What follows belongs to an exercise in optimizing a design on an open flow for small area and few clock cycles per item; a production flow would make more cautious choices.
Function was checked by simulation only, so behaviour that the tests miss may differ from the original.
Power figures rest on the tool's default switching activity, not on a simulated workload.

$ cat constraint.sdc
create_clock -name core_clock -period 6.0 [get_ports {clk}]
set_input_delay 1.2000 -clock core_clock [delete_from_list [all_inputs] [get_ports {clk}]]
set_output_delay 1.2000 -clock core_clock [all_outputs]
set_load 0.01 [all_outputs]
$ cat run.sh
#!/bin/bash
# synth_recipe.tcl (not shown) runs the flow's synth.tcl, then flattens the netlist and writes it again
# the make line also repeats each setting of config.mk as NAME=value (left out here)
make -C /OpenROAD-flow-scripts/flow DESIGN_CONFIG=/design/flow/config.mk WORK_HOME=/design/flow/orfs CLKGATE_MAP_FILE= SYNTH_SCRIPT=/design/flow/synth_recipe.tcl finish
$ cat design.v
module gray_vertical_census_bank #(
  parameter int LANES       = 16,
  parameter int PIX_W       = 8,
  parameter int RADIUS      = 8,
  parameter int FRAME_LINES = 480,
  parameter int INFO_W      = 8
) (
  input  logic                     clk,
  input  logic                     reset,
  input  logic [LANES*PIX_W-1:0]   in_pixels,
  input  logic [INFO_W-1:0]        in_info,
  input  logic                     in_valid,
  output logic                     in_ready,
  input  logic                     cfg_mode,
  input  logic [PIX_W-1:0]         cfg_threshold,
  output logic [2*LANES-1:0]       out_bits,
  output logic [INFO_W-1:0]        out_info,
  output logic                     out_border,
  output logic                     out_last,
  output logic                     out_valid,
  input  logic                     out_ready
);
  localparam int N = 2 * RADIUS + 1;       
  logic        en, accept;
  logic [8:0]  k;                          
  logic        k_first, k_border, k_last, k_sub;
  logic        mode_l;
  logic [7:0]  thr_l;
  logic [12:0] t17;
  logic [13:0] lim_lo, lim_hi;             
  logic [7:0]  win [LANES][N];             
  logic [7:0]  llo [LANES];
  logic [3:0]  lhi [LANES];
  logic [1:0]  lq  [LANES];
  logic        s1_valid, s1_border, s1_last;
  logic [7:0]  s1_info;
  logic [2*LANES-1:0] bits_next;
  assign en       = !out_valid || out_ready;
  assign in_ready = en;
  assign accept   = in_valid && en;
  assign k_first  = (k == 9'd0);
  assign k_border = (k < 9'd16);
  assign k_last   = (k == 9'd479);
  assign k_sub    = (k > 9'd16);           
  always_ff @(posedge clk) begin
    if (reset) begin
      k <= '0;
    end else if (accept) begin
      k <= k_last ? 9'd0 : k + 9'd1;
    end
  end
  always_ff @(posedge clk) begin
    if (accept && k_first) begin
      mode_l <= cfg_mode;
      thr_l  <= cfg_threshold;
    end
  end
  assign t17    = mode_l ? ({1'b0, thr_l, 4'b0} + {5'b0, thr_l}) : 13'd0;
  assign lim_lo = 14'd4335 - {1'b0, t17};
  assign lim_hi = 14'd4335 + {1'b0, t17};
  always_ff @(posedge clk) begin
    if (accept) begin
      for (int i = 0; i < LANES; i++) begin
        for (int j = N - 1; j > 1; j--) win[i][j] <= win[i][j-1];
        win[i][1] <= ~win[i][0];
        win[i][0] <= in_pixels[i*PIX_W +: PIX_W];
      end
      s1_info   <= in_info;
      s1_border <= k_border;
      s1_last   <= k_last;
    end
  end
  always_ff @(posedge clk) begin
    if (accept) begin
      for (int i = 0; i < LANES; i++) begin
        logic [7:0] s, cy, z;
        logic [9:0] t;
        logic [8:0] c;
        z = win[i][N-1] | {8{!k_sub}};
        for (int b = 0; b < 8; b++) begin
          s[b]  = llo[i][b] ^ win[i][0][b] ^ z[b];
          cy[b] = (llo[i][b] & win[i][0][b]) | (llo[i][b] & z[b]) | (win[i][0][b] & z[b]);
        end
        c[0] = 1'b1;
        for (int b = 0; b < 8; b++) begin
          logic y;
          y = (b > 0) ? cy[b-1] : 1'b0;
          t[b]   = s[b] ^ y ^ c[b];
          c[b+1] = (s[b] & y) | (s[b] & c[b]) | (y & c[b]);
        end
        t[8] = cy[7] ^ c[8];
        t[9] = cy[7] & c[8];
        llo[i] <= k_first ? 8'd0 : t[7:0];
        lq[i]  <= k_first ? 2'd0 : t[9:8];
        lhi[i] <= k_first ? 4'd0 : lhi[i] + {2'b0, lq[i]} + 4'hf;
      end
    end
  end
  always_comb begin
    for (int i = 0; i < LANES; i++) begin
      logic [13:0] l, a, b, c, s1, c1, s2, c2, p;
      logic [7:0]  nc;
      logic [14:0] gl, gh;
      nc = win[i][RADIUS];                           
      l  = {2'b0, lhi[i] + {2'b0, lq[i]}, llo[i]};
      a  = {6'b0, win[i][0]};
      b  = {2'b0, nc, 4'b0};
      c  = {6'b0, nc};
      for (int j = 0; j < 14; j++) begin
        s1[j] = l[j] ^ a[j] ^ c[j];
        c1[j] = (l[j] & a[j]) | (l[j] & c[j]) | (a[j] & c[j]);
      end
      for (int j = 0; j < 14; j++) begin
        logic y;
        y = (j > 0) ? c1[j-1] : 1'b0;
        s2[j] = s1[j] ^ y ^ b[j];
        c2[j] = (s1[j] & y) | (s1[j] & b[j]) | (y & b[j]);
      end
      p = s2 + {c2[12:0], 1'b0};
      gl[0] = 1'b1;
      gh[0] = 1'b1;
      for (int j = 0; j < 14; j++) begin
        gl[j+1] = (p[j] & !lim_lo[j]) | (p[j] & gl[j]) | (!lim_lo[j] & gl[j]);
        gh[j+1] = (!p[j] & lim_hi[j]) | (!p[j] & gh[j]) | (lim_hi[j] & gh[j]);
      end
      bits_next[2*i]   = !s1_border && !gl[14];
      bits_next[2*i+1] = !s1_border && mode_l && !gh[14];
    end
  end
  always_ff @(posedge clk) begin
    if (reset) begin
      s1_valid  <= 1'b0;
      out_valid <= 1'b0;
    end else if (en) begin
      s1_valid  <= accept;
      out_valid <= s1_valid;
    end
  end
  always_ff @(posedge clk) begin
    if (en) begin
      out_bits   <= bits_next;
      out_info   <= s1_info;
      out_border <= s1_border;
      out_last   <= s1_last;
    end
  end
endmodule
$ cat config.mk
export PLATFORM = sky130hd
export DESIGN_NAME = gray_vertical_census_bank
export DESIGN_NICKNAME = gray_vertical_census_bank
export VERILOG_FILES = /design/flow/design.v
export SDC_FILE = /design/flow/constraint.sdc
export NUM_CORES = 4
export LEC_CHECK = 0
export CAP_MARGIN = 20
export CORE_MARGIN = 2
export CORE_UTILIZATION = 40
export SLEW_MARGIN = 20
==> results of run 1 <==
## report_power, final
group | internal, W | switching (W) | total (W) | leakage (nW)
Combinational | 0.00573 | 0.00851 | 0.0142 | 16.2
Sequential | 0.0206 | 0.000594 | 0.0212 | 24.2
Clock | 0.0102 | 0.00689 | 0.0171 | 4.44
## worst max-delay path, cell delays in order, from the launching register on
cell and delay (ps):
dfxtp_1 350, or4_1 640, a21oi_4 230, buf_12 210, buf_12 190, nor2_1 70, fa_1 500, inv_1 60
fa_1 440, fa_1 400, fa_1 390, fa_1 400, fa_1 400, fa_1 390, fa_1 370, ha_1 270
nor2b_1 130
## Yosys cell counts (22+ instances only)
master	instances
a211oi_1	30
a21o_1	78
a21oi_1	198
a221oi_1	22
a31oi_1	39
clkbuf_1	99
edfxtp_1	2461
fa_1	481
ha_1	329
inv_1	741
maj3_1	80
maj3_2	25
nand2_1	195
nand3_1	47
nor2_1	379
nor2b_1	154
nor3_1	54
o2111ai_1	22
o211ai_1	32
o21a_1	28
o21ai_0	130
o21bai_1	43
o221ai_1	27
o22ai_1	22
o31ai_1	24
xnor2_1	154
xor2_1	63
## flip-flops by register name, summed over array words and instances, names as in the netlist
signal      flops
lhi            64
llo           128
lq             32
win          2176
out_valid       1
s1_last         1
out_last        1
s1_info         8
out_bits       32
out_info        8
s1_border       1
k               9
s1_valid        1
mode_l          1
thr_l           8
out_border      1
## per-stage QoR
stage                     area (um2)  hold slack, ps   util  cells
final                         121000             375  0.466  10400
after global routing          121000             380  0.466  10400
after CTS                     121000             372  0.466  10400
after detailed placement      112000             405  0.431   9893
after global placement        112000             401  0.431   9893
after floorplan               104000             400      -   6275
## logic make-up (layout without fill, tap and decap cells)
| family | after synthesis | in the layout | synth area share |
|---|---|---|---|
| AO/OA/AOI/OAI | 846 | 846 | 0.0547 |
| XOR/XNOR | 221 | 221 | 0.0189 |
| adder cells (fa/ha/maj) | 915 | 915 | 0.142 |
| buffers and inverters | 874 | 1567 | 0.0320 |
| flip-flops | 2472 | 2472 | 0.710 |
| multiplexers | 3 | 3 | 0.000312 |
| other | 0 | 9 | 0 |
| AND/OR/NAND/NOR | 944 | 944 | 0.0422 |
## worst max path at each step
stage	cells after the start	slack [ps]	to
2_1_floorplan	8	-1870	k[6]
3_3_place_gp	16	340	lq[13][0]
3_5_place_dp	16	190	lq[10][0]
4_1_cts	16	170	lq[13][0]
5_1_grt	16	20	lq[10][0]
6_report	16	240	lq[13][0]
## layout make-up
type | instances | area [um2] | share of cell area
antenna | 9 | 22.5 | 0.000186
clock buffer | 307 | 7000 | 0.0578
timing repair buffer | 346 | 3530 | 0.0292
clock inverter | 170 | 2180 | 0.0180
inverter | 744 | 2820 | 0.0233
tap | 3402 | 4260 | 0.0352
sequential | 2472 | 74100 | 0.612
multi-input combinational | 2929 | 27100 | 0.224
## metal layers
layer	part of all wire	up-vias	wire length, um
li1	-	23800	-
met1	0.46	26700	100000
met2	0.44	1622	95000
met3	0.056	482	12100
met4	0.045	0	9770
met5	0	-	0
==> results.json, run 1 <==
{
  "status": "complete, no violations",
  "mostFrequentLayoutCells": "2461 x edfxtp_1, 740 x inv_1, 481 x fa_1",
  "layout.nets": 7725,
  "synth_seq_cells": 2472,
  "drive_above_1_share": 0.0929,
  "leakage_nw": 44.9,
  "ant_nets": 0,
  "critical_path_peak_fanout": 17,
  "hold_violations": 0,
  "slew_headroom": 0.160,
  "hpwl_um": 149000,
  "cap_violations": 0,
  "yosys.area.top_type": "edfxtp_1",
  "cts_htree_levels": 5,
  "grt.total_usage": 0.163,
  "die_area_mm2": 0.265,
  "reg2reg_depth": 16,
  "r2r-end": "lq[13][0]",
  "min_path_type": "register to register",
  "use_met3": 0.0270,
  "r2r_start": "k[5]",
  "fin_ws_ps": 243,
  "setup_tns_ps": 0,
  "critical_path_class": "register to register",
  "clkSinkCount": 2472,
  "power.total_w": 0.0525,
  "gp_congestion": 0.855,
  "cts_buffer_depth": 4,
  "gr-usage-met1": 0.238,
  "max_freq_mhz": 174,
  "grt_pass1_wl_um": 326000,
  "preCtsSetupSlack_ps": 193,
  "ys_warn_count": 5,
  "drc": 0,
  "top_usage_layer": "met2",
  "slew_viol_final": 0,
  "ctsHoldBuffers": 0,
  "ioPinCount": 193,
  "routed_wirelength_um": 217000,
  "holdPathStages": 0,
  "cts_tree": "yes",
  "min_period_ps": 5760,
  "synth_area_leaders": "edfxtp_1 71%, fa_1 9.2%, ha_1 3.9%, inv_1 2.7%, nor2_1 1.4%",
  "start_util": 0.402,
  "syn_area_per_cell_um2": 16.6,
  "rsz0062_at_grt": "false",
  "core_mm2": 0.260,
  "synthesis.nets": 7234,
  "cp.required_ps": 6560,
  "routed_via_density": 5.06,
  "cts_made_buffers": 273,
  "numPortBuffers": 192,
  "drt_iter0_drc": 5398,
  "r2r_slack_ps": 240,
  "powerDensity_mw_per_mm2": 434,
  "synth_cell_types": 88,
  "synth_top_cell_area_share": 0.708,
  "synth_edf_count": 2461,
  "grt_antenna_before_repair": 6,
  "syn-cell-area_mm2": 0.104,
  "grt_max_degree": 140,
  "fillers": 22000,
  "worstPathArrival_ps": 6320,
  "whs_endpoint": "win[63][6]",
  "layout_commonest_cell": "edfxtp_1",
  "cp-startpoint": "k[5]",
  "finalSetupViolations": 0,
  "areaGrowthSynthToFinish_pct": 15.9,
  "use_met2": 0.240,
  "cts_root_buf": "clkbuf_16",
  "vias": 52600,
  "dieHeight_um": 515,
  "endpoint_kind": "register",
  "fin_crit_sh": 0.959,
  "postSynthCellCount": 6275,
  "dr.pass1.iters": 6,
  "synth_flop_cell": "edfxtp_1",
  "grt_pass1_vias": 53000,
  "grt.overflow.total": 0,
  "floorplan.rows": 187,
  "cts_resized": 0,
  "fin_skew_ps": 57.2,
  "hp-start": "win[62][6]",
  "wl_per_cell_um": 20.9,
  "clkTransAtPathRegs_ps": 70,
  "async_flop_share": 0,
  "insertion_delay_ps": 860,
  "peakVddDrop_uv": 255,
  "dieWidth_um": 515,
  "ys_seq_area_frac": 0.710,
  "worstMarginPinSlew_ps": 1260,
  "worstSetupStartpointType": "register",
  "post_cts_buffers": 0
}
Testbench counts, summed over its fixed seeds: cycles 11,536, items 11,520.
==> run 2, diff against run 1 <==
--- a/config.mk
+++ b/config.mk
@@ -7,5 +7,8 @@
 export LEC_CHECK = 0
 export CAP_MARGIN = 20
 export CORE_MARGIN = 2
-export CORE_UTILIZATION = 40
+export CORE_UTILIZATION = 60
+export CTS_BUF_LIST = sky130_fd_sc_hd__clkbuf_16
+export CTS_CLUSTER_DIAMETER = 60
+export CTS_CLUSTER_SIZE = 30
 export SLEW_MARGIN = 20
==> run 2 against run 1 <==
Compared with the run above:
- flip-flop and latch count is the same
- combinational power is essentially flat
- non-clock buffer count shrank 2
- sequential share of layout area grew 2.6 points
- power shrank 9.8%
- synthesized area is the same
- final cell count shrank 12%
- synthesized cell count is the same
- die area shrank 33%
- count of clock-buffer cells in the layout shrank 140
- wire length shrank 4.8%
- core utilization grew 20 points
- largest cell class unchanged
- highest routed layer is now met5
==> results.json, run 2 <==
{
  "fin_crit_sh": 0.967,
  "floorplan.rows": 153,
  "dpl_cell_area_mm2": 0.110,
  "largestRegisters": "win x2176, llo x128, lhi x64",
  "powerDensity_mw_per_mm2": 408,
  "setup_tns_ps": 0,
  "pwr-share-comb": 0.300,
  "dpl.cell_count": 8814,
  "switching_share": 0.324,
  "intPower_w": 0.0320,
  "drc": 0,
  "hold_violations": 0,
  "ioPinCount": 193,
  "grt.overflow.total": 0,
  "hpwl_um": 142000,
  "cts_tree": "yes",
  "grt_max_degree": 204,
  "drt_iter0_drc": 4778,
  "fin_skew_ps": 39.4,
  "grt_antenna_before_repair": 7,
  "status": "complete, no violations",
  "core_mm2": 0.173,
  "cts_buffer_depth": 3,
  "dieWidth_um": 421,
  "cts_root_buf": "clkbuf_16",
  "postSynthCellCount": 6275,
  "peakVddDrop_uv": 315,
  "yosys.area.top_type": "edfxtp_1",
  "dr.pass1.iters": 8,
  "vias": 51400,
  "stdcell_area_mm2": 0.116,
  "clkSinkCount": 2472,
  "synth_flop_cell": "edfxtp_1",
  "die_area_mm2": 0.177,
  "routed_wirelength_um": 207000,
  "grt.total_usage": 0.236,
  "worstSetupStartpointType": "register",
  "reg2reg_depth": 15,
  "grt_pass1_vias": 50700,
  "leakage_nw": 43.1,
  "worstPathArrival_ps": 6330,
  "syn-cell-area_mm2": 0.104,
  "syn_area_per_cell_um2": 16.6,
  "cap_violations": 0,
  "ctsHoldBuffers": 0,
  "gp_congestion": 0.879,
  "dieHeight_um": 421,
  "slew_headroom": 0.172,
  "clkTransAtPathRegs_ps": 90,
  "synth_cell_types": 88,
  "routed_via_density": 5.65,
  "worstMarginPinSlew_ps": 1240,
  "async_flop_share": 0,
  "post-synth-top-count-cell": "edfxtp_1",
  "p_sw_w": 0.0153,
  "ys_warn_count": 5,
  "cp.required_ps": 6530,
  "finalSetupViolations": 0,
  "rsz0062_at_grt": "false",
  "layout_commonest_cell": "edfxtp_1",
  "largest-register": "win",
  "holdPathStages": 0,
  "critical_path_class": "register to register",
  "min_period_ps": 5800,
  "synthesis.nets": 7234,
  "start_util": 0.602,
  "drive_above_1_share": 0.0751,
  "mostFrequentLayoutCells": "2461 x edfxtp_1, 747 x inv_1, 481 x fa_1",
  "whs_ps": 386,
  "layout.nets": 7605,
  "post_cts_buffers": 0,
  "cts_resized": 0,
  "ys_seq_area_frac": 0.710,
  "synth_common_cells": "2461 x edfxtp_1, 741 x inv_1, 481 x fa_1, 379 x nor2_1, 329 x ha_1",
  "max_freq_mhz": 172,
  "power.share.clock": 0.254,
  "ant_nets": 0,
  "synth_seq_cells": 2472,
  "synth_top_cell_area_share": 0.708,
  "areaGrowthSynthToFinish_pct": 11.1,
  "insertion_delay_ps": 840,
  "grt_pass1_wl_um": 312000,
  "cts_htree_levels": 4,
  "min_path_type": "register to register",
  "endpoint_kind": "register",
  "critical_path_peak_fanout": 47,
  "wl_per_cell_um": 22.7,
  "cts_made_buffers": 155,
  "slew_viol_final": 0,
  "synth_area_leaders": "edfxtp_1 71%, fa_1 9.2%, ha_1 3.9%, inv_1 2.7%, nor2_1 1.4%",
  "numPortBuffers": 192,
  "finalNonFillerCells": 9106,
  "synth_edf_count": 2461,
  "sequentialPowerShare": 0.446,
  "largest_reg_flops": 2176
}
==> run 2: cell types whose count changed in the layout (fill, tap and decap cells not counted), sizes merged <==
cell and delta:
diode -7, inv +42, clkinv -50, clkbuf -140, clkinvlp -7, buf -2
bufinv -32
==> run 2: worst paths after layout <==
check              start          end  slack [ps]
max reg2reg         k[5]     lq[6][0]         200
max                 k[5]     lq[6][0]         200
min reg2reg  win[225][3]  win[226][3]         390
min          win[225][3]  win[226][3]         390
==> run 2: cell type report <==
cell class / count / area (um2)
diodes: 2 / 5.00
clock buffers: 167 / 4180
clock inverters: 123 / 1560
fillers: 11900 / 57400
inverters: 744 / 2820
multi-input cells: 2929 / 27100
flip-flops and latches: 2472 / 74100
well taps: 2325 / 2910
repair buffers: 344 / 3330
==> run 2: per-layer routing <==
layer	part of all wire	up-vias	track usage	routed length, um
met5	0.00021	-	0	43
met4	0.034	6	0.0795	7020
met3	0.052	342	0.0336	10700
met2	0.46	1365	0.363	95700
met1	0.45	26300	0.352	93300
li1	-	23500	-	-
==> run 2: cell families (layout without fill, tap and decap cells) <==
kind of cell             count (synthesis)  after routing  synth area share
AO/OA/AOI/OAI                          846            846            0.0547
AND/OR/NAND/NOR                        944            944            0.0422
XOR/XNOR                               221            221            0.0189
buffers and inverters                  874           1378            0.0320
multiplexers                             3              3          0.000312
adder cells (fa/ha/maj)                915            915             0.142
other                                    0              2                 0
flip-flops                            2472           2472             0.710
==> run 2: through the flow <==
stage | setup WS, ps | util | power (W)
after global routing | 9.48 | 0.669 | 0.0501
after global placement | 307 | 0.636 | 0.0352
after detailed placement | 197 | 0.636 | 0.0356
final | 196 | 0.669 | 0.0473
after floorplan | -1870 | - | 0.0317
after CTS | 181 | 0.669 | 0.0477
==> run 2: critical path, stage by stage, from the launching register on <==
cell     delay (ps)
dfxtp_1         360
or4_1           640
a21oi_4         240
buf_12          310
nor2_1          110
fa_1            510
inv_1            60
fa_1            430
fa_1            400
fa_1            390
fa_1            400
fa_1            390
fa_1            390
fa_1            370
ha_1            270
nor2b_1         120
==> run 2: power by group through the flow <==
stage	sequential [W]	clock, W	combinational (W)
3_3_place_gp	0.0215	0	0.0137
6_report	0.0211	0.0120	0.0142
2_1_floorplan	0.0214	0	0.0103
3_5_place_dp	0.0215	0	0.0140
4_1_cts	0.0211	0.0124	0.0142
5_1_grt	0.0213	0.0130	0.0158
==> run 3, diff against run 2 <==
--- a/design.v
+++ b/design.v
@@ -22,8 +22,8 @@
 );
   localparam int N = 2 * RADIUS + 1;       
   logic        en, accept;
-  logic [8:0]  k;                          
-  logic        k_first, k_border, k_last, k_sub;
+  logic [8:0]  k, k_next;                  
+  logic        k_first, k_border, k_last;  
   logic        mode_l;
   logic [7:0]  thr_l;
   logic [12:0] t17;
@@ -38,15 +38,18 @@
   assign en       = !out_valid || out_ready;
   assign in_ready = en;
   assign accept   = in_valid && en;
-  assign k_first  = (k == 9'd0);
-  assign k_border = (k < 9'd16);
-  assign k_last   = (k == 9'd479);
-  assign k_sub    = (k > 9'd16);           
+  assign k_next = k_last ? 9'd0 : k + 9'd1;
   always_ff @(posedge clk) begin
     if (reset) begin
-      k <= '0;
+      k        <= '0;
+      k_first  <= 1'b1;
+      k_border <= 1'b1;
+      k_last   <= 1'b0;
     end else if (accept) begin
-      k <= k_last ? 9'd0 : k + 9'd1;
+      k        <= k_next;
+      k_first  <= (k_next == 9'd0);
+      k_border <= (k_next < 9'd16);
+      k_last   <= (k_next == 9'd479);
     end
   end
   always_ff @(posedge clk) begin
@@ -61,7 +64,8 @@
   always_ff @(posedge clk) begin
     if (accept) begin
       for (int i = 0; i < LANES; i++) begin
-        for (int j = N - 1; j > 1; j--) win[i][j] <= win[i][j-1];
+        win[i][N-1] <= win[i][N-2] | {8{k_border}};
+        for (int j = N - 2; j > 1; j--) win[i][j] <= win[i][j-1];
         win[i][1] <= ~win[i][0];
         win[i][0] <= in_pixels[i*PIX_W +: PIX_W];
       end
@@ -76,17 +80,15 @@
         logic [7:0] s, cy, z;
         logic [9:0] t;
         logic [8:0] c;
-        z = win[i][N-1] | {8{!k_sub}};
+        z = win[i][N-1];
         for (int b = 0; b < 8; b++) begin
-          s[b]  = llo[i][b] ^ win[i][0][b] ^ z[b];
-          cy[b] = (llo[i][b] & win[i][0][b]) | (llo[i][b] & z[b]) | (win[i][0][b] & z[b]);
+          {cy[b], s[b]} = 2'(llo[i][b]) + 2'(win[i][0][b]) + 2'(z[b]);
         end
         c[0] = 1'b1;
         for (int b = 0; b < 8; b++) begin
           logic y;
           y = (b > 0) ? cy[b-1] : 1'b0;
-          t[b]   = s[b] ^ y ^ c[b];
-          c[b+1] = (s[b] & y) | (s[b] & c[b]) | (y & c[b]);
+          {c[b+1], t[b]} = 2'(s[b]) + 2'(y) + 2'(c[b]);
         end
         t[8] = cy[7] ^ c[8];
         t[9] = cy[7] & c[8];
@@ -107,14 +109,12 @@
       b  = {2'b0, nc, 4'b0};
       c  = {6'b0, nc};
       for (int j = 0; j < 14; j++) begin
-        s1[j] = l[j] ^ a[j] ^ c[j];
-        c1[j] = (l[j] & a[j]) | (l[j] & c[j]) | (a[j] & c[j]);
+        {c1[j], s1[j]} = 2'(l[j]) + 2'(a[j]) + 2'(c[j]);
       end
       for (int j = 0; j < 14; j++) begin
         logic y;
         y = (j > 0) ? c1[j-1] : 1'b0;
-        s2[j] = s1[j] ^ y ^ b[j];
-        c2[j] = (s1[j] & y) | (s1[j] & b[j]) | (y & b[j]);
+        {c2[j], s2[j]} = 2'(s1[j]) + 2'(y) + 2'(b[j]);
       end
       p = s2 + {c2[12:0], 1'b0};
       gl[0] = 1'b1;
==> run 3 against run 2 <==
Compared with the run above:
- critical path depth is 2 higher
- final cell count is 2.4% lower
- synthesized cell count is 3.0% lower
- clock power hardly changed
- core utilization is 0.10 points lower
- still clean
==> results.json, run 3 <==
{
  "yosys.area.top_type": "edfxtp_1",
  "async_flop_share": 0,
  "insertion_delay_ps": 840,
  "peakVddDrop_uv": 262,
  "synth_edf_count": 2461,
  "cts_made_buffers": 155,
  "worstMarginPinSlew_ps": 1130,
  "drive_above_1_share": 0.0979,
  "layout_commonest_cell": "edfxtp_1",
  "pwr-share-comb": 0.292,
  "endpoint_kind": "register",
  "rsz0062_at_grt": "false",
  "post-synth-top-count-cell": "edfxtp_1",
  "dr.pass1.iters": 6,
  "hpwl_um": 143000,
  "synth_seq_cells": 2475,
  "worstPathArrival_ps": 5610,
  "synthesis.nets": 7043,
  "start_util": 0.603,
  "min_path_type": "register to register",
  "wl_per_cell_um": 23.4,
  "fin_skew_ps": 36.6,
  "slew_headroom": 0.244,
  "synth_cell_types": 106,
  "leakage_nw": 41.4,
  "powerDensity_mw_per_mm2": 406,
  "critical_path_class": "register to register",
  "synth_flop_cell": "edfxtp_1",
  "fin_crit_sh": 0.834,
  "die_area_mm2": 0.178,
  "dieHeight_um": 421,
  "multi_input_area_mm2": 0.0284,
  "muxShareOfSynthArea": 0.000563,
  "areaGrowthSynthToFinish_pct": 10.8,
  "vias": 51800,
  "critical_path_peak_fanout": 4,
  "synth-adder-area-share": 0.139,
  "gp_congestion": 0.902,
  "cts_buffer_depth": 3,
  "ys_warn_count": 5,
  "cp.required_ps": 6610,
  "layout.nets": 7389,
  "syn_area_per_cell_um2": 17.2,
  "grt_pass1_wl_um": 312000,
  "p_sw_w": 0.0152,
  "synth_top_family_by_area": "adder cells",
  "ioPinCount": 193,
  "drc": 0,
  "clkSinkCount": 2475,
  "cts_resized": 0,
  "fin_ws_ps": 994,
  "whs_ps": 393,
  "ys_seq_area_frac": 0.710,
  "numPortBuffers": 192,
  "grt_antenna_before_repair": 5,
  "postSynthCellCount": 6085,
  "reg2reg_depth": 17,
  "cts_htree_levels": 4,
  "diodes": 0,
  "sequentialPowerShare": 0.453,
  "synth_compound_area_frac": 0.0634,
  "hold_violations": 0,
  "min_period_ps": 5010,
  "cts_root_buf": "clkbuf_16",
  "ctsHoldBuffers": 0,
  "clkTransAtPathRegs_ps": 110,
  "fillers": 11900,
  "synth_area_leaders": "edfxtp_1 71%, fa_1 9.2%, ha_1 3.9%, inv_1 1.4%, xnor2_1 1.1%",
  "largestRegisters": "win x2176, llo x128, lhi x64",
  "regArea_mm2": 0.0742,
  "intPower_w": 0.0318,
  "holdPathStages": 0,
  "finalNonFillerCells": 8884,
  "routed_wirelength_um": 207000,
  "dpl.cell_count": 8599,
  "synth_top_cell_area_share": 0.707,
  "mostFrequentLayoutCells": "2461 x edfxtp_1, 481 x fa_1, 384 x inv_1",
  "grt_max_degree": 199,
  "floorplan.rows": 153,
  "slew_viol_final": 0,
  "cap_violations": 0,
  "drt_iter0_drc": 4879,
  "core_mm2": 0.173,
  "power.share.clock": 0.255,
  "power.total_w": 0.0470,
  "grt_pass1_vias": 50700,
  "grt.overflow.total": 0,
  "synth_common_cells": "2461 x edfxtp_1, 481 x fa_1, 382 x inv_1, 328 x ha_1, 286 x nor2_1",
  "grt.total_usage": 0.236,
  "preCtsSetupSlack_ps": 1040,
  "cts_tree": "yes",
  "post_cts_buffers": 0,
  "syn-cell-area_mm2": 0.105,
  "finalSetupViolations": 0,
  "largest-register": "win",
  "r2r_slack_ps": 990,
  "worstSetupStartpointType": "register",
  "dieWidth_um": 421,
  "synth-xor-area-share": 0.0180,
  "synthSimpleGateAreaFrac": 0.0500,
  "switching_share": 0.323,
  "largest_reg_flops": 2176,
  "routed_via_density": 5.83,
  "status": "complete, no violations",
  "ant_nets": 0,
  "max_freq_mhz": 200
}
-- run 3: path summary, 6_finish.rpt --
kind                from           end
min           win[55][2]    win[56][2]
max          win[144][2]  out_bits[16]
min reg2reg   win[55][2]    win[56][2]
max reg2reg  win[144][2]  out_bits[16]
-- run 3: final cells by class --
| class | count | area share |
|---|---|---|
| Sequential cell | 2475 | 0.641 |
| Multi-Input combinational cell | 3083 | 0.245 |
| Clock buffer | 158 | 0.0341 |
| Timing Repair Buffer | 332 | 0.0272 |
| Tap cell | 2325 | 0.0251 |
| Clock inverter | 127 | 0.0153 |
| Inverter | 384 | 0.0127 |
-- run 3: per-stage QoR --
step | utilization | cell area, um2 | TNS, ps
2_1_floorplan | - | 105000 | -3757230
3_3_place_gp | 0.635 | 110000 | 0
3_5_place_dp | 0.635 | 110000 | 0
4_1_cts | 0.668 | 116000 | 0
5_1_grt | 0.668 | 116000 | 0
6_report | 0.668 | 116000 | 0
-- run 3: per-layer routing --
layer / track usage / up-vias / wire (um)
li1: - / 23400 / -
met1: 0.354 / 26400 / 93500
met3: 0.0361 / 446 / 11600
met5: 0 / - / 31
met4: 0.106 / 6 / 9960
met2: 0.346 / 1553 / 92400
-- run 3: power groups by stage --
| stage | combinational (W) | sequential (W) | clock (W) |
|---|---|---|---|
| detailed placement | 0.0136 | 0.0217 | 0 |
| global route | 0.0153 | 0.0214 | 0.0129 |
| global placement | 0.0132 | 0.0217 | 0 |
| finish | 0.0137 | 0.0213 | 0.0120 |
| CTS | 0.0137 | 0.0213 | 0.0123 |
| floorplan | 0.00983 | 0.0215 | 0 |
-- run 3: critical path: stages (launching register included) --
cell and delay (ps):
edfxtp_1 490, inv_1 90, fa_1 500, inv_1 40, ha_1 290, ha_1 230
fa_1 400, a21o_1 190, a21o_1 210, a211oi_1 290, o21ai_0 180, and3_1 270
o21a_1 190, nor2_1 110, xnor2_1 210, maj3_1 390, maj3_1 350, a311oi_1 330
-- run 3: cell families after synthesis --
logic type	count (synthesis)
AO/OA/AOI/OAI	934
multiplexers	5
flip-flops	2475
adder cells (fa/ha/maj)	881
buffers and inverters	527
AND/OR/NAND/NOR	1051
XOR/XNOR	212
Testbench counts of run 3, summed over its fixed seeds: cycles 11,536, items 11,520.
==> run 4, diff against run 3 <==
--- a/design.v
+++ b/design.v
@@ -116,7 +116,39 @@
         y = (j > 0) ? c1[j-1] : 1'b0;
         {c2[j], s2[j]} = 2'(s1[j]) + 2'(y) + 2'(b[j]);
       end
-      p = s2 + {c2[12:0], 1'b0};
+      begin
+        logic [13:0] e, g, h, g1, h1, g2, h2, g3;
+        logic [13:0] cr;
+        e = {c2[12:0], 1'b0};
+        for (int j = 0; j < 14; j++) {g[j], h[j]} = 2'(s2[j]) + 2'(e[j]);
+        g1 = g; h1 = h;
+        for (int j = 1; j < 14; j += 2) begin
+          g1[j] = g[j] | (h[j] & g[j-1]);
+          h1[j] = h[j] & h[j-1];
+        end
+        g2 = g1; h2 = h1;
+        for (int j = 3; j < 14; j += 4) begin
+          g2[j] = g1[j] | (h1[j] & g1[j-2]);
+          h2[j] = h1[j] & h1[j-2];
+        end
+        g3 = g2;
+        g3[7] = g2[7] | (h2[7] & g2[3]);
+        cr[0]  = 1'b0;
+        cr[1]  = g[0];
+        cr[2]  = g1[1];
+        cr[4]  = g2[3];
+        cr[8]  = g3[7];
+        cr[3]  = g[2]   | (h[2]   & cr[2]);
+        cr[6]  = g1[5]  | (h1[5]  & cr[4]);
+        cr[5]  = g[4]   | (h[4]   & cr[4]);
+        cr[7]  = g[6]   | (h[6]   & cr[6]);
+        cr[12] = g2[11] | (h2[11] & cr[8]);
+        cr[10] = g1[9]  | (h1[9]  & cr[8]);
+        cr[9]  = g[8]   | (h[8]   & cr[8]);
+        cr[11] = g[10]  | (h[10]  & cr[10]);
+        cr[13] = g[12]  | (h[12]  & cr[12]);
+        p = h ^ cr;
+      end
       gl[0] = 1'b1;
       gh[0] = 1'b1;
       for (int j = 0; j < 14; j++) begin
--- a/config.mk
+++ b/config.mk
@@ -7,8 +7,8 @@
 export LEC_CHECK = 0
 export CAP_MARGIN = 20
 export CORE_MARGIN = 2
-export CORE_UTILIZATION = 60
+export CORE_UTILIZATION = 70
 export CTS_BUF_LIST = sky130_fd_sc_hd__clkbuf_16
-export CTS_CLUSTER_DIAMETER = 60
-export CTS_CLUSTER_SIZE = 30
+export CTS_CLUSTER_DIAMETER = 70
+export CTS_CLUSTER_SIZE = 36
 export SLEW_MARGIN = 20
==> run 4 against run 3 <==
Compared with the run above:
- still clean on timing, DRC and antenna
- non-clock buffer count is 29 lower
- count of clock-buffer cells in the layout down 18
- largest cell class unchanged
- cell area fell by 2.9%
- final cell count down 10%
- core utilization is 11 points higher
- die area decreased by 16%
- highest routed layer unchanged
- register-to-register slack worse by 90 ps
- combinational power is 16% lower
- setup slack worse by 87 ps
- clock power is 9% lower
- clock skew grew 5.8 ps
- global-route usage up 3.5 points
==> results.json, run 4 <==
{
  "hpwl_um": 130000,
  "ant_nets": 0,
  "cts_htree_levels": 4,
  "clkSinkCount": 2475,
  "largest_reg_flops": 2176,
  "post-synth-top-count-cell": "edfxtp_1",
  "ys_seq_area_frac": 0.724,
  "power.total_w": 0.0438,
  "cp.required_ps": 6520,
  "powerDensity_mw_per_mm2": 389,
  "cp-startpoint": "win[255][2]",
  "largest-register": "win",
  "reg2reg_depth": 20,
  "core_mm2": 0.145,
  "die_area_mm2": 0.149,
  "grt_pass1_wl_um": 296000,
  "critical_path_peak_fanout": 6,
  "finalSetupViolations": 0,
  "worstMarginPinSlew_ps": 1140,
  "finalNonFillerCells": 7977,
  "async_flop_share": 0,
  "synthesis.nets": 6672,
  "yosys.area.top_type": "edfxtp_1",
  "synth_top_cell_area_share": 0.721,
  "gp_congestion": 0.857,
  "grt.total_usage": 0.270,
  "largestRegisters": "win x2176, llo x128, lhi x64",
  "whs_ps": 379,
  "status": "complete, no violations",
  "drive_above_1_share": 0.0863,
  "post_cts_buffers": 0,
  "worstPathArrival_ps": 5620,
  "vias": 48900,
  "use_met2": 0.408,
  "ctsHoldBuffers": 0,
  "cap_violations": 0,
  "dieHeight_um": 387,
  "numPortBuffers": 192,
  "ioPinCount": 193,
  "max_freq_mhz": 196,
  "start_util": 0.705,
  "floorplan.rows": 140,
  "min_path_type": "register to register",
  "routed_via_density": 6.13,
  "synth_cell_types": 85,
  "r2r_slack_ps": 910,
  "gr-usage-met1": 0.410,
  "dpl.cell_count": 7737,
  "postSynthCellCount": 5650,
  "cts_buffer_depth": 3,
  "synth_seq_cells": 2475,
  "fin_skew_ps": 42.5,
  "critical_path_class": "register to register",
  "cts_made_buffers": 133,
  "cts_tree": "yes",
  "rsz0062_at_grt": "false",
  "clkTransAtPathRegs_ps": 110,
  "fin_util": 0.773,
  "slew_headroom": 0.239,
  "dieWidth_um": 387,
  "r2r_start": "win[255][2]",
  "syn-cell-area_mm2": 0.102,
  "wl_per_cell_um": 24.9,
  "grt_pass1_vias": 48700,
  "grt.overflow.total": 0,
  "synth_common_cells": "2461 x edfxtp_1, 545 x fa_1, 399 x inv_1, 328 x ha_1, 214 x nor2_1",
  "grt_antenna_before_repair": 9,
  "insertion_delay_ps": 800,
  "use_met3": 0.0516,
  "cts_resized": 0,
  "critPathCapture": "out_bits[31]",
  "synth_flop_cell": "edfxtp_1",
  "fillers": 8027,
  "mostFrequentLayoutCells": "2461 x edfxtp_1, 545 x fa_1, 403 x inv_1",
  "min_period_ps": 5090,
  "peakVddDrop_uv": 359,
  "areaGrowthSynthToFinish_pct": 9.76,
  "cts_root_buf": "clkbuf_16",
  "fin_crit_sh": 0.849,
  "routed_wirelength_um": 198000,
  "top_usage_layer": "met1",
  "leakage_nw": 40.5,
  "synth_area_leaders": "edfxtp_1 72%, fa_1 11%, ha_1 4.0%, inv_1 1.5%, nor2b_1 0.98%",
  "worstSetupStartpointType": "register",
  "layout_commonest_cell": "edfxtp_1",
  "ys_warn_count": 5,
  "hold_violations": 0,
  "drt_iter0_drc": 5008,
  "grt_max_degree": 214,
  "r2r-end": "out_bits[31]",
  "layout.nets": 6978,
  "dr.pass1.iters": 8,
  "endpoint_kind": "register",
  "syn_area_per_cell_um2": 18.1,
  "slew_viol_final": 0,
  "drc": 0,
  "synth_edf_count": 2461
}
## run 4: cell types whose count changed in the layout (fill, tap and decap cells not counted), moves of 20 or more
cell      delta
nor2_1      -73
fa_1        +64
nand2_1     -46
maj3_1      +45
a21oi_1     -41
xnor2_1     -38
buf_4       -29
o211ai_1    -29
nor3_1      -28
clkinv_8    -20
## run 4: kinds of logic (layout without fill, tap and decap cells)
logic type,Yosys count,in the layout,share of synthesized area
DFF,2475,2475,0.724
xor gates and xnor gates,154,154,0.0134
adders and majority gates,974,974,0.156
other,0,1,0
and+or+nand+nor,830,830,0.0405
muxes,4,4,0.000403
buffers and inverters,532,941,0.0197
AOI/OAI and AO/OA,681,681,0.0454
## run 4: worst min-delay path by stage
stage / slack, ps / startpoint / to / depth (start not counted)
global placement: 400 / win[230][3] / win[231][3] / 0
detailed placement: 400 / s1_info[0] / out_info[0] / 0
floorplan: 400 / s1_info[0] / out_info[0] / 0
finish: 380 / win[154][6] / win[155][6] / 0
CTS: 370 / win[154][6] / win[155][6] / 0
global route: 370 / win[154][6] / win[155][6] / 0
## run 4: worst max-delay path, cell delays in order, from the launching register on
cell and delay (ps):
edfxtp_1 400, inv_1 90, fa_1 530, inv_1 40, ha_1 280, ha_1 210, fa_1 400, a21o_1 190
a21oi_1 210, o21bai_1 90, a21oi_1 260, nor2b_1 80, o21ai_0 160, nand2b_1 130, fa_1 420, xnor2_1 460
a21oi_1 120, nor2_1 130, a31oi_1 60, maj3_1 380, and3_1 180
## run 4: cell type report
cell class	instances	area, um2	share of cell area
Clock buffer	140	3500	0.0312
Tap cell	1917	2400	0.0213
Clock inverter	98	1460	0.0130
Multi-Input combinational cell	2643	26400	0.235
Timing Repair Buffer	303	2940	0.0261
Antenna cell	1	2.50	0.0000223
Inverter	400	1530	0.0136
Sequential cell	2475	74200	0.660
## run 4: metrics by stage
stage,cell area [um2],setup TNS (ps),setup slack (ps)
after CTS,112000,0,892
after global routing,112000,0,540
after floorplan,102000,-3753810,-1550
final,112000,0,907
after detailed placement,107000,0,963
after global placement,107000,0,1000
## run 4: metal layers
| metal | vias to the layer above | wire [um] |
|---|---|---|
| li1 | 21400 | - |
| met2 | 1936 | 91300 |
| met3 | 351 | 16500 |
| met5 | - | 7 |
| met1 | 25200 | 84600 |
| met4 | 2 | 5910 |
## run 4: report_power, final
part	leakage (nW)	switching (W)	internal (W)
Combinational	14.1	0.00651	0.00503
Clock	2.37	0.00595	0.00493
Sequential	24.0	0.000779	0.0206
Total	40.5	0.0132	0.0305
Testbench counts of run 4, summed over its fixed seeds: cycles 11,536, items 11,520.
==> run 5, diff against run 4 <==
--- a/design.v
+++ b/design.v
@@ -111,11 +111,12 @@
       for (int j = 0; j < 14; j++) begin
         {c1[j], s1[j]} = 2'(l[j]) + 2'(a[j]) + 2'(c[j]);
       end
-      for (int j = 0; j < 14; j++) begin
-        logic y;
-        y = (j > 0) ? c1[j-1] : 1'b0;
-        {c2[j], s2[j]} = 2'(s1[j]) + 2'(y) + 2'(b[j]);
+      for (int j = 0; j < 4; j++) begin
+        s2[j] = s1[j];
+        c2[j] = (j < 3) ? c1[j] : 1'b0;
       end
+      for (int j = 4; j < 14; j++)
+        {c2[j], s2[j]} = 2'(s1[j]) + 2'(c1[j-1]) + 2'(b[j]);
       begin
         logic [13:0] e, g, h, g1, h1, g2, h2, g3;
         logic [13:0] cr;
==> flow/run.sh (new file) <==
#!/bin/bash
# The standard layout, with two changes:
#  - the port buffers are the smallest buffer (buf_1) instead of the default pick;
#  - clock tree synthesis inserts no dummy loads.
# Everything else (synthesis, floorplan, power grid, placement, routing) is
# the standard flow; its output goes to standard.log in this folder.
set -e
export BUFFER_PORTS_ARGS="-buffer_cell sky130_fd_sc_hd__buf_1"
export CTS_ARGS="-sink_clustering_enable -repair_clock_nets -sink_clustering_size 30 -sink_clustering_max_diameter 60 -buf_list sky130_fd_sc_hd__clkbuf_16 -dont_use_dummy_load"
bash standard.sh > standard.log 2>&1
==> standard.sh (new file) <==
#!/bin/bash
# synth_recipe.tcl (not shown) runs the flow's synth.tcl, then flattens the netlist and writes it again
# the make line also repeats each setting of config.mk as NAME=value (left out here)
make -C /OpenROAD-flow-scripts/flow DESIGN_CONFIG=/design/flow/config.mk WORK_HOME=/design/flow/orfs CLKGATE_MAP_FILE= SYNTH_SCRIPT=/design/flow/synth_recipe.tcl "${@:-finish}"
--- a/config.mk
+++ b/config.mk
@@ -7,8 +7,8 @@
 export LEC_CHECK = 0
 export CAP_MARGIN = 20
 export CORE_MARGIN = 2
-export CORE_UTILIZATION = 70
+export CORE_UTILIZATION = 60
 export CTS_BUF_LIST = sky130_fd_sc_hd__clkbuf_16
-export CTS_CLUSTER_DIAMETER = 70
-export CTS_CLUSTER_SIZE = 36
+export CTS_CLUSTER_DIAMETER = 60
+export CTS_CLUSTER_SIZE = 30
 export SLEW_MARGIN = 20
removed: run.sh
==> run 5 against run 4 <==
Compared with the run above:
- largest power group unchanged
- largest cell class unchanged
- combinational power rose by 4%
- via count down 2.9%
- die area is 16% higher
- sequential share of layout area is 1.2 points higher
- final cell count increased by 2.1%
- fmax up 0.72%
- core utilization decreased by 12 points
==> results.json, run 5 <==
{
  "cts_tree": "yes",
  "hpwl_um": 132000,
  "finalNonFillerCells": 8148,
  "worstMarginPinSlew_ps": 1160,
  "cts_made_buffers": 154,
  "cap_violations": 0,
  "floorplan.rows": 151,
  "post_cts_buffers": 0,
  "ctsHoldBuffers": 0,
  "hold_violations": 0,
  "critical_path_peak_fanout": 6,
  "wl_per_cell_um": 23.8,
  "min_path_type": "register to register",
  "cp.required_ps": 6620,
  "die_area_mm2": 0.174,
  "cts_htree_levels": 4,
  "gp_congestion": 0.921,
  "max_freq_mhz": 198,
  "largest_reg_flops": 2176,
  "largestRegisters": "win x2176, llo x128, lhi x64",
  "ys_warn_count": 5,
  "dr.pass1.iters": 6,
  "fin_util": 0.652,
  "slew_viol_final": 0,
  "numPortBuffers": 192,
  "drt_iter0_drc": 4604,
  "grt_antenna_before_repair": 7,
  "grt.overflow.total": 0,
  "dpl.cell_count": 7993,
  "leakage_nw": 39.1,
  "layout_commonest_cell": "edfxtp_1",
  "ys_seq_area_frac": 0.724,
  "vias": 47400,
  "post-synth-top-count-cell": "edfxtp_1",
  "dieWidth_um": 417,
  "routed_via_density": 5.82,
  "critical_path_class": "register to register",
  "switching_share": 0.299,
  "pwr-share-comb": 0.279,
  "synth_edf_count": 2461,
  "grt_pass1_vias": 47200,
  "dieHeight_um": 417,
  "largest-register": "win",
  "routed_wirelength_um": 194000,
  "sequentialPowerShare": 0.497,
  "syn_area_per_cell_um2": 18.2,
  "syn-cell-area_mm2": 0.102,
  "ant_nets": 0,
  "fin_skew_ps": 84.5,
  "grt.total_usage": 0.228,
  "mostFrequentLayoutCells": "2461 x edfxtp_1, 529 x fa_1, 338 x inv_1",
  "yosys.area.top_type": "edfxtp_1",
  "min_period_ps": 5060,
  "cts_buffer_depth": 3,
  "clkSinkCount": 2475,
  "synth_top_cell_area_share": 0.722,
  "slew_headroom": 0.226,
  "async_flop_share": 0,
  "power.share.clock": 0.224,
  "peakVddDrop_uv": 328,
  "synth_flop_cell": "edfxtp_1",
  "worstSetupStartpointType": "register",
  "intPower_w": 0.0300,
  "drc": 0,
  "ioPinCount": 193,
  "synth_cell_types": 90,
  "worstPathArrival_ps": 5670,
  "fin_crit_sh": 0.843,
  "areaGrowthSynthToFinish_pct": 7.82,
  "cts_root_buf": "clkbuf_16",
  "powerDensity_mw_per_mm2": 388,
  "start_util": 0.604,
  "insertion_delay_ps": 840,
  "synth_area_leaders": "edfxtp_1 72%, fa_1 10%, ha_1 3.8%, inv_1 1.2%, nor2b_1 1.0%",
  "p_sw_w": 0.0128,
  "grt_max_degree": 182,
  "postSynthCellCount": 5617,
  "fin_ws_ps": 943,
  "cts_resized": 0,
  "synthesis.nets": 6607,
  "endpoint_kind": "register",
  "synth_seq_cells": 2475,
  "preCtsSetupSlack_ps": 1060,
  "drive_above_1_share": 0.0788,
  "layout.nets": 6921,
  "clkTransAtPathRegs_ps": 100,
  "core_mm2": 0.169,
  "synth_common_cells": "2461 x edfxtp_1, 529 x fa_1, 339 x inv_1, 312 x ha_1, 206 x nor2_1",
  "fillers": 11500,
  "finalSetupViolations": 0,
  "status": "complete, no violations",
  "grt_pass1_wl_um": 293000,
  "rsz0062_at_grt": "false"
}
-- run 5: final timing paths --
kind | depth (start not counted) | slack, ps | to | startpoint
worst max-delay path | 17 | 940 | out_bits[8] | win[68][5]
worst min-delay path | 0 | 350 | win[176][2] | win[175][2]
worst max register to register | 17 | 940 | out_bits[8] | win[68][5]
worst min register to register | 0 | 350 | win[176][2] | win[175][2]
-- run 5: cells by family (layout without fill, tap and decap cells) --
family                   Yosys count  count (layout)  synth area share
buffers and inverters            479             791            0.0182
other                              0               1                 0
adder cells (fa/ha/maj)          949             949             0.152
flip-flops                      2475            2475             0.724
XOR/XNOR                         170             170            0.0150
AND/OR/NAND/NOR                  830             830            0.0414
AO/OA/AOI/OAI                    711             711            0.0485
multiplexers                       3               3          0.000318
-- run 5: layout make-up --
| type | instances | area (um2) | area share |
|---|---|---|---|
| diodes | 1 | 2.50 | 0.0000227 |
| well taps | 2218 | 2780 | 0.0251 |
| repair buffers | 297 | 1810 | 0.0164 |
| clock buffers | 154 | 3850 | 0.0349 |
| flip-flops and latches | 2475 | 74200 | 0.672 |
| inverters | 340 | 1310 | 0.0118 |
| multi-input cells | 2663 | 26500 | 0.240 |
-- run 5: critical path: stages, from the launching register on --
cell       delay (ps)
edfxtp_1          520
fa_1              600
fa_1              420
ha_1              340
a31oi_1           250
o21bai_1          100
a21oi_1           250
nor2b_1            70
o21ai_0           160
nand2b_1          120
fa_1              640
nor4_1            340
nor3_1             80
a32oi_1           320
o2111ai_1         160
a31o_2            250
o21ai_0            70
a22o_1            160
-- run 5: power by group through the flow --
stage                     sequential [W]  combinational, W  clock (W)
after detailed placement          0.0217            0.0119          0
after CTS                         0.0213            0.0120    0.00995
after global routing              0.0214            0.0134     0.0105
after floorplan                   0.0216           0.00842          0
after global placement            0.0217            0.0117          0
final                             0.0213            0.0120    0.00960
-- run 5: metal layers --
metal | routed length [um] | vias up | global-route usage | part of all wire
met5 | 0 | - | 0 | 0
met4 | 6590 | 0 | 0.0776 | 0.034
met3 | 10300 | 306 | 0.0351 | 0.053
met2 | 88200 | 1272 | 0.344 | 0.46
met1 | 88600 | 24500 | 0.345 | 0.46
li1 | - | 21400 | - | -
-- run 5: stage by stage --
| step | total power, W | area (um2) | setup TNS, ps | hold slack, ps |
|---|---|---|---|---|
| 6_report | 0.0429 | 110000 | 0 | 350 |
| 5_1_grt | 0.0453 | 110000 | 0 | 358 |
| 4_1_cts | 0.0433 | 110000 | 0 | 350 |
| 3_5_place_dp | 0.0336 | 107000 | 0 | 405 |
| 3_3_place_gp | 0.0333 | 107000 | 0 | 400 |
| 2_1_floorplan | 0.0300 | 102000 | -3754280 | 400 |
Testbench counts of run 5, summed over its fixed seeds: cycles 11,536, items 11,520.
==> run 6, diff against run 5 <==
--- a/flow/run.sh
+++ b/flow/run.sh
@@ -6,5 +6,5 @@
 # the standard flow; its output goes to standard.log in this folder.
 set -e
 export BUFFER_PORTS_ARGS="-buffer_cell sky130_fd_sc_hd__buf_1"
-export CTS_ARGS="-sink_clustering_enable -repair_clock_nets -sink_clustering_size 30 -sink_clustering_max_diameter 60 -buf_list sky130_fd_sc_hd__clkbuf_16 -dont_use_dummy_load"
+export CTS_ARGS="-sink_clustering_enable -repair_clock_nets -sink_clustering_size 33 -sink_clustering_max_diameter 65 -buf_list sky130_fd_sc_hd__clkbuf_16 -dont_use_dummy_load"
 bash standard.sh > standard.log 2>&1
--- a/config.mk
+++ b/config.mk
@@ -7,8 +7,8 @@
 export LEC_CHECK = 0
 export CAP_MARGIN = 20
 export CORE_MARGIN = 2
-export CORE_UTILIZATION = 60
+export CORE_UTILIZATION = 70
 export CTS_BUF_LIST = sky130_fd_sc_hd__clkbuf_16
-export CTS_CLUSTER_DIAMETER = 60
-export CTS_CLUSTER_SIZE = 30
+export CTS_CLUSTER_DIAMETER = 65
+export CTS_CLUSTER_SIZE = 33
 export SLEW_MARGIN = 20
==> run 6 against run 5 <==
Compared with the run above:
- cell area shrank 0.97%
- power shrank 1.6%
- combinational power is essentially flat
- die area shrank 14%
- count of clock-buffer cells in the layout shrank 23
- sequential share of layout area grew 0.66 points
- via count grew 2.4%
- global-route usage grew 4.0 points
- critical endpoint unchanged
- largest cell class unchanged
- highest routed layer is now met5
==> results.json, run 6 <==
{
  "dieHeight_um": 387,
  "fin_skew_ps": 92.5,
  "cts_made_buffers": 131,
  "slowest_stage": "fa_1",
  "worstMarginPinSlew_ps": 1120,
  "worstPathArrival_ps": 5800,
  "ys_warn_count": 5,
  "drc": 0,
  "cp.required_ps": 6570,
  "synth_area_leaders": "edfxtp_1 72%, fa_1 10%, ha_1 3.8%, inv_1 1.2%, nor2b_1 1.0%",
  "floorplan.rows": 140,
  "syn_area_per_cell_um2": 18.2,
  "ys_seq_area_frac": 0.724,
  "hold_violations": 0,
  "largest-register": "win",
  "insertion_delay_ps": 790,
  "cts_htree_levels": 4,
  "synth_top_cell_area_share": 0.722,
  "cts_root_buf": "clkbuf_16",
  "p_sw_w": 0.0128,
  "sequentialPowerShare": 0.505,
  "timing.critical_path.mode_cell": "fa_1",
  "slew_viol_final": 0,
  "post-synth-top-count-cell": "edfxtp_1",
  "rsz0062_at_grt": "false",
  "grt_pass1_vias": 48400,
  "fin_ws_ps": 772,
  "holdPathStages": 0,
  "synth_seq_cells": 2475,
  "power.total_w": 0.0422,
  "critical-path-top-delay-family": "adder cells",
  "ctsHoldBuffers": 0,
  "leakage_nw": 38.8,
  "max_freq_mhz": 191,
  "grt.total_usage": 0.268,
  "numPortBuffers": 192,
  "largest_reg_flops": 2176,
  "cts_buffer_depth": 3,
  "synth_cell_types": 90,
  "async_flop_share": 0,
  "setup_tns_ps": 0,
  "cts_tree": "yes",
  "synthesis.nets": 6607,
  "synth_flop_cell": "edfxtp_1",
  "layout.nets": 6896,
  "min_period_ps": 5230,
  "fin_crit_sh": 0.871,
  "drive_above_1_share": 0.0750,
  "endpoint_kind": "register",
  "drt_iter0_drc": 4997,
  "dieWidth_um": 387,
  "powerDensity_mw_per_mm2": 386,
  "status": "complete, no violations",
  "pwr-share-comb": 0.287,
  "cpPeakStageDelay_ps": 660,
  "path_buf_inv": 0,
  "layout_commonest_cell": "edfxtp_1",
  "hpwl_um": 130000,
  "worstSetupStartpointType": "register",
  "critical_path_peak_fanout": 6,
  "routed_wirelength_um": 197000,
  "die_area_mm2": 0.149,
  "core_mm2": 0.145,
  "start_util": 0.704,
  "power.share.clock": 0.207,
  "dr.pass1.iters": 7,
  "largestRegisters": "win x2176, llo x128, lhi x64",
  "reg2reg_depth": 17,
  "preCtsSetupSlack_ps": 934,
  "areaGrowthSynthToFinish_pct": 6.77,
  "path_cells": "fa_1, fa_1, ha_1, a31oi_1, o21bai_1, a21oi_1, nor2b_1, o21ai_0, nand2b_1, fa_1, nor4_1, nor3_1, a32oi_1, o2111ai_1, a31o_2, o21ai_0, a22o_1",
  "critical_path_class": "register to register",
  "grt_pass1_wl_um": 296000,
  "finalSetupViolations": 0,
  "wl_per_cell_um": 25.1,
  "synth_common_cells": "2461 x edfxtp_1, 529 x fa_1, 339 x inv_1, 312 x ha_1, 206 x nor2_1",
  "grt_antenna_before_repair": 6,
  "grt_max_degree": 218,
  "syn-cell-area_mm2": 0.102,
  "grt.overflow.total": 0,
  "slew_headroom": 0.256,
  "yosys.area.top_type": "edfxtp_1",
  "intPower_w": 0.0294,
  "ant_nets": 0,
  "clkSinkCount": 2475,
  "mostFrequentLayoutCells": "2461 x edfxtp_1, 529 x fa_1, 338 x inv_1",
  "cts_resized": 0,
  "cap_violations": 0,
  "crit_cells": 17,
  "routed_via_density": 6.21,
  "switching_share": 0.302,
  "min_path_type": "register to register",
  "post_cts_buffers": 0,
  "postSynthCellCount": 5617,
  "gp_congestion": 0.919,
  "ioPinCount": 193,
  "vias": 48600,
  "peakVddDrop_uv": 371,
  "synth_edf_count": 2461,
  "whs_ps": 367,
  "clkTransAtPathRegs_ps": 110
}
-- run 6: worst paths after layout --
check,end,startpoint,slack (ps)
max reg2reg,out_bits[8],win[68][5],770
max,out_bits[8],win[68][5],770
min reg2reg,win[129][5],win[128][5],370
min,win[129][5],win[128][5],370
-- run 6: area by class of cell --
cell class | count | area (um2)
Sequential cell | 2475 | 74200
Fill cell | 8217 | 36000
Multi-Input combinational cell | 2663 | 26500
Clock buffer | 131 | 3280
Tap cell | 1917 | 2400
Timing Repair Buffer | 295 | 1680
Inverter | 340 | 1310
Antenna cell | 4 | 10.0
-- run 6: cell families after synthesis --
group                      count (synthesis)  share of synthesized area
DFF                                     2475                      0.724
adders and majority gates                949                      0.152
and+or+nand+nor                          830                     0.0414
AOI/OAI and AO/OA                        711                     0.0485
buffers and inverters                    479                     0.0182
xor gates and xnor gates                 170                     0.0150
muxes                                      3                   0.000318
-- run 6: metal layers --
metal  global-route usage  vias to the layer above  wire [um]
li1                     -                    21300          -
met1                0.416                    25000      86900
met2                0.410                     1909      90700
met3               0.0355                      370      13100
met4               0.0769                        2       5890
met5                    0                        -         12
-- run 6: power by group through the flow --
stage / combinational (W) / sequential (W) / clock [W]
final: 0.0121 / 0.0213 / 0.00875
after floorplan: 0.00842 / 0.0216 / 0
after detailed placement: 0.0119 / 0.0217 / 0
after CTS: 0.0121 / 0.0213 / 0.00898
after global placement: 0.0116 / 0.0216 / 0
after global routing: 0.0134 / 0.0214 / 0.00948
-- run 6: through the flow --
step / area [um2] / cells / util
6_report: 109000 / 7825 / 0.752
5_1_grt: 109000 / 7821 / 0.752
4_1_cts: 109000 / 7821 / 0.752
3_5_place_dp: 106000 / 7690 / 0.730
3_3_place_gp: 106000 / 7690 / 0.730
2_1_floorplan: 102000 / 5617 / -
==> run 7, diff against run 6 <==
--- a/design.v
+++ b/design.v
@@ -29,9 +29,7 @@
   logic [12:0] t17;
   logic [13:0] lim_lo, lim_hi;             
   logic [7:0]  win [LANES][N];             
-  logic [7:0]  llo [LANES];
-  logic [3:0]  lhi [LANES];
-  logic [1:0]  lq  [LANES];
+  logic [11:0] lsum [LANES];               
   logic        s1_valid, s1_border, s1_last;
   logic [7:0]  s1_info;
   logic [2*LANES-1:0] bits_next;
@@ -77,24 +75,20 @@
   always_ff @(posedge clk) begin
     if (accept) begin
       for (int i = 0; i < LANES; i++) begin
-        logic [7:0] s, cy, z;
-        logic [9:0] t;
-        logic [8:0] c;
-        z = win[i][N-1];
-        for (int b = 0; b < 8; b++) begin
-          {cy[b], s[b]} = 2'(llo[i][b]) + 2'(win[i][0][b]) + 2'(z[b]);
+        logic [11:0] s, cy, z, t;
+        logic [12:0] c;
+        z = {4'hf, win[i][N-1]};
+        for (int b = 0; b < 12; b++) begin
+          if (b < 8) {cy[b], s[b]} = 2'(lsum[i][b]) + 2'(win[i][0][b]) + 2'(z[b]);
+          else       {cy[b], s[b]} = {lsum[i][b], !lsum[i][b]};
         end
         c[0] = 1'b1;
-        for (int b = 0; b < 8; b++) begin
+        for (int b = 0; b < 12; b++) begin
           logic y;
           y = (b > 0) ? cy[b-1] : 1'b0;
           {c[b+1], t[b]} = 2'(s[b]) + 2'(y) + 2'(c[b]);
         end
-        t[8] = cy[7] ^ c[8];
-        t[9] = cy[7] & c[8];
-        llo[i] <= k_first ? 8'd0 : t[7:0];
-        lq[i]  <= k_first ? 2'd0 : t[9:8];
-        lhi[i] <= k_first ? 4'd0 : lhi[i] + {2'b0, lq[i]} + 4'hf;
+        lsum[i] <= k_first ? 12'd0 : t;
       end
     end
   end
@@ -104,7 +98,7 @@
       logic [7:0]  nc;
       logic [14:0] gl, gh;
       nc = win[i][RADIUS];                           
-      l  = {2'b0, lhi[i] + {2'b0, lq[i]}, llo[i]};
+      l  = {2'b0, lsum[i]};
       a  = {6'b0, win[i][0]};
       b  = {2'b0, nc, 4'b0};
       c  = {6'b0, nc};
==> run 7 against run 6 <==
Compared with the run above:
- fmax shrank 10%
- highest routed layer unchanged
- hold slack gained 2.3 ps
- synthesized cell count shrank 1.0%
- core utilization grew 0.23 points
- non-clock buffer count grew 22
- flip-flop and latch count shrank 32
- sequential power is essentially flat
==> results.json, run 7 <==
{
  "status": "complete, no violations",
  "vias": 48200,
  "wl_per_cell_um": 25.6,
  "dr.pass1.iters": 6,
  "powerDensity_mw_per_mm2": 379,
  "switching_share": 0.298,
  "critical_path_class": "register to register",
  "fin_skew_ps": 108,
  "slew_viol_final": 0,
  "r2r-end": "lsum[9][11]",
  "ioPinCount": 193,
  "endpoint_kind": "register",
  "cts_root_buf": "clkbuf_16",
  "intPower_w": 0.0288,
  "insertion_delay_ps": 800,
  "dieHeight_um": 384,
  "peakVddDrop_uv": 353,
  "largest-register": "win",
  "worstMarginPinSlew_ps": 1150,
  "start_util": 0.705,
  "synth_common_cells": "2429 x edfxtp_1, 561 x fa_1, 425 x inv_1, 248 x ha_1, 174 x nor2_1",
  "floorplan.rows": 139,
  "cp.required_ps": 6450,
  "routed_via_density": 6.21,
  "postSynthCellCount": 5559,
  "post-synth-top-count-cell": "edfxtp_1",
  "drc": 0,
  "hold_violations": 0,
  "pwr-share-comb": 0.276,
  "ys_seq_area_frac": 0.724,
  "clkSinkCount": 2443,
  "power.share.clock": 0.211,
  "gp_congestion": 0.907,
  "core_mm2": 0.143,
  "ys_warn_count": 3,
  "die_area_mm2": 0.147,
  "synth_area_leaders": "edfxtp_1 72%, fa_1 11%, ha_1 3.1%, inv_1 1.6%, nor2b_1 1.0%",
  "grt_pass1_vias": 47300,
  "stdcell_area_mm2": 0.108,
  "syn_area_per_cell_um2": 18.2,
  "layout.nets": 6828,
  "critical_path_peak_fanout": 3,
  "synth_edf_count": 2429,
  "cap_violations": 0,
  "sequentialPowerShare": 0.512,
  "layout_commonest_cell": "edfxtp_1",
  "cp-startpoint": "win[153][0]",
  "synthesis.nets": 6517,
  "max_freq_mhz": 172,
  "routed_wirelength_um": 199000,
  "areaGrowthSynthToFinish_pct": 7.07,
  "finalSetupViolations": 0,
  "grt.overflow.total": 0,
  "mostFrequentLayoutCells": "2429 x edfxtp_1, 540 x fa_1, 424 x inv_1",
  "largestRegisters": "win x2176, lsum x192, out_bits x32",
  "reg2reg_depth": 16,
  "p_sw_w": 0.0122,
  "clkTransAtPathRegs_ps": 110,
  "r2r_start": "win[153][0]",
  "dieWidth_um": 384,
  "critPathCapture": "lsum[9][11]",
  "holdPathStages": 0,
  "min_period_ps": 5810,
  "synth_cell_types": 93,
  "r2r_slack_ps": 190,
  "synth_flop_cell": "edfxtp_1",
  "yosys.area.top_type": "edfxtp_1",
  "grt_max_degree": 201,
  "grt.total_usage": 0.275,
  "leakage_nw": 38.5,
  "slew_headroom": 0.233,
  "syn-cell-area_mm2": 0.101,
  "numPortBuffers": 192,
  "min_path_type": "register to register",
  "largest_reg_flops": 2176,
  "cts_tree": "yes",
  "dpl_cell_area_mm2": 0.105,
  "grt_pass1_wl_um": 295000,
  "cts_htree_levels": 4,
  "async_flop_share": 0,
  "synth_seq_cells": 2443,
  "cts_made_buffers": 131,
  "fillers": 8088,
  "cts_buffer_depth": 3,
  "worstPathArrival_ps": 6260,
  "grt_antenna_before_repair": 14,
  "drt_iter0_drc": 5737,
  "ant_nets": 0,
  "fin_crit_sh": 0.968,
  "synth_top_cell_area_share": 0.721,
  "whs_ps": 369,
  "drive_above_1_share": 0.0803,
  "hpwl_um": 135000,
  "worstSetupStartpointType": "register"
}
## run 7: cell types whose count changed after synthesis, moves of 11 or more
cell      previous run  this run
a21o_1              92        80
a31oi_1             48        60
edfxtp_1          2461      2429
fa_1               529       561
ha_1               312       248
inv_1              339       425
maj3_1              84        54
maj3_2              24         7
nor2_1             206       174
o21ai_0            107        92
o22ai_1             35        46
xor2_1              68        52
## run 7: area by class of cell
class                           count  area, um2  area share
Multi-Input combinational cell   2550      25900       0.239
Sequential cell                  2443      73200       0.677
Timing Repair Buffer              317       1820      0.0168
Tap cell                         1903       2380      0.0220
Inverter                          427       1630      0.0151
Antenna cell                        3       7.51   0.0000694
Clock buffer                      131       3280      0.0303
## run 7: cells by family (layout without fill, tap and decap cells)
group | Yosys count | in the layout | synth area share
AND/OR/NAND/NOR | 783 | 783 | 0.0401
multiplexers | 6 | 6 | 0.000656
AO/OA/AOI/OAI | 745 | 745 | 0.0521
adder cells (fa/ha/maj) | 870 | 870 | 0.148
buffers and inverters | 566 | 875 | 0.0219
XOR/XNOR | 146 | 146 | 0.0131
other | 0 | 3 | 0
flip-flops | 2443 | 2443 | 0.724
## run 7: worst max-delay path, stage by stage, from the launching register on
cell	delay (ps)
edfxtp_1	440
fa_1	540
fa_1	480
fa_1	430
fa_1	430
fa_1	430
fa_1	440
fa_1	430
fa_1	440
fa_1	400
inv_1	80
fa_1	160
inv_1	50
fa_1	410
xnor2_2	160
xnor2_1	150
nor2_1	50
## run 7: worst min path at each step
stage,endpoint,start
2_1_floorplan,out_info[0],s1_info[0]
3_3_place_gp,win[245][6],win[244][6]
3_5_place_dp,out_info[7],s1_info[7]
4_1_cts,win[72][4],win[71][4]
5_1_grt,win[72][4],win[71][4]
6_report,win[72][4],win[71][4]
## run 7: stage by stage
stage | worst slack [ps] | std cells | TNS (ps) | total power, W | util
after floorplan | -1490 | 5559 | -3549380 | 0.0291 | -
after global placement | 251 | 7621 | 0 | 0.0320 | 0.730
after detailed placement | 20.1 | 7621 | 0 | 0.0324 | 0.730
after CTS | 1.32 | 7753 | 0 | 0.0411 | 0.753
after global routing | -24.6 | 7772 | -85.2 | 0.0431 | 0.754
final | 190 | 7774 | 0 | 0.0411 | 0.754
## run 7: timing repair
item,4_1_cts,5_1_grt
setup buffers,1,18
endpoints found under the setup margin,1,14
gates resized for setup,1,30
pin swaps,0,13
hold buffers,0,0
## run 7: power groups by stage
stage,logic [W],clock network [W],registers [W]
after floorplan,0.00784,0,0.0213
after global routing,0.0125,0.00939,0.0212
final,0.0113,0.00869,0.0210
after global placement,0.0106,0,0.0213
after CTS,0.0112,0.00890,0.0211
after detailed placement,0.0110,0,0.0214
## run 7: per-layer routing
metal / vias up / track usage / share of wire
met4: 8 / 0.0842 / 0.032
met5: - / 0 / 0.00023
met1: 24700 / 0.430 / 0.43
met2: 2129 / 0.406 / 0.45
met3: 371 / 0.0499 / 0.086
li1: 21000 / - / -
Testbench counts of run 7, summed over its fixed seeds: cycles 11,536, items 11,520.

==> separate check: timing with driven ports <==
The flow's constraints put no driver on any port. The routed layouts listed below were extracted and timed again, unchanged, in two steps.
Step 1, drivers: a clkbuf_16 drives clk and a buf_2 each remaining input, both assumed.
Step 2 also shifts input and output timing later by t, the mid clock arrival at the registers, as if the neighbouring blocks saw the same clock.
Three values: no drivers, after step 1, after step 2; two values: the first two.
run	shift t [ns]	setup slack, ns	latest minus earliest clock arrival (ns)	worst slew at a driven data input, ns
run 1	0.929	0.243 / 0.243 / 0.243	0.071 / 0.071	0.05
run 2	0.905	0.196 / 0.196 / 0.196	0.045 / 0.045	0.05
run 3	0.910	0.994 / 0.994 / 0.994	0.043 / 0.042	0.04
run 4	0.868	0.907 / 0.907 / 0.907	0.052 / 0.052	0.05
run 5	0.875	0.943 / 0.943 / 0.943	0.093 / 0.093	0.19
run 6	0.829	0.772 / 0.772 / 0.772	0.099 / 0.099	0.09
run 7	0.837	0.190 / 0.190 / 0.190	0.118 / 0.118	0.11
After both steps setup and hold are still met in every run listed.
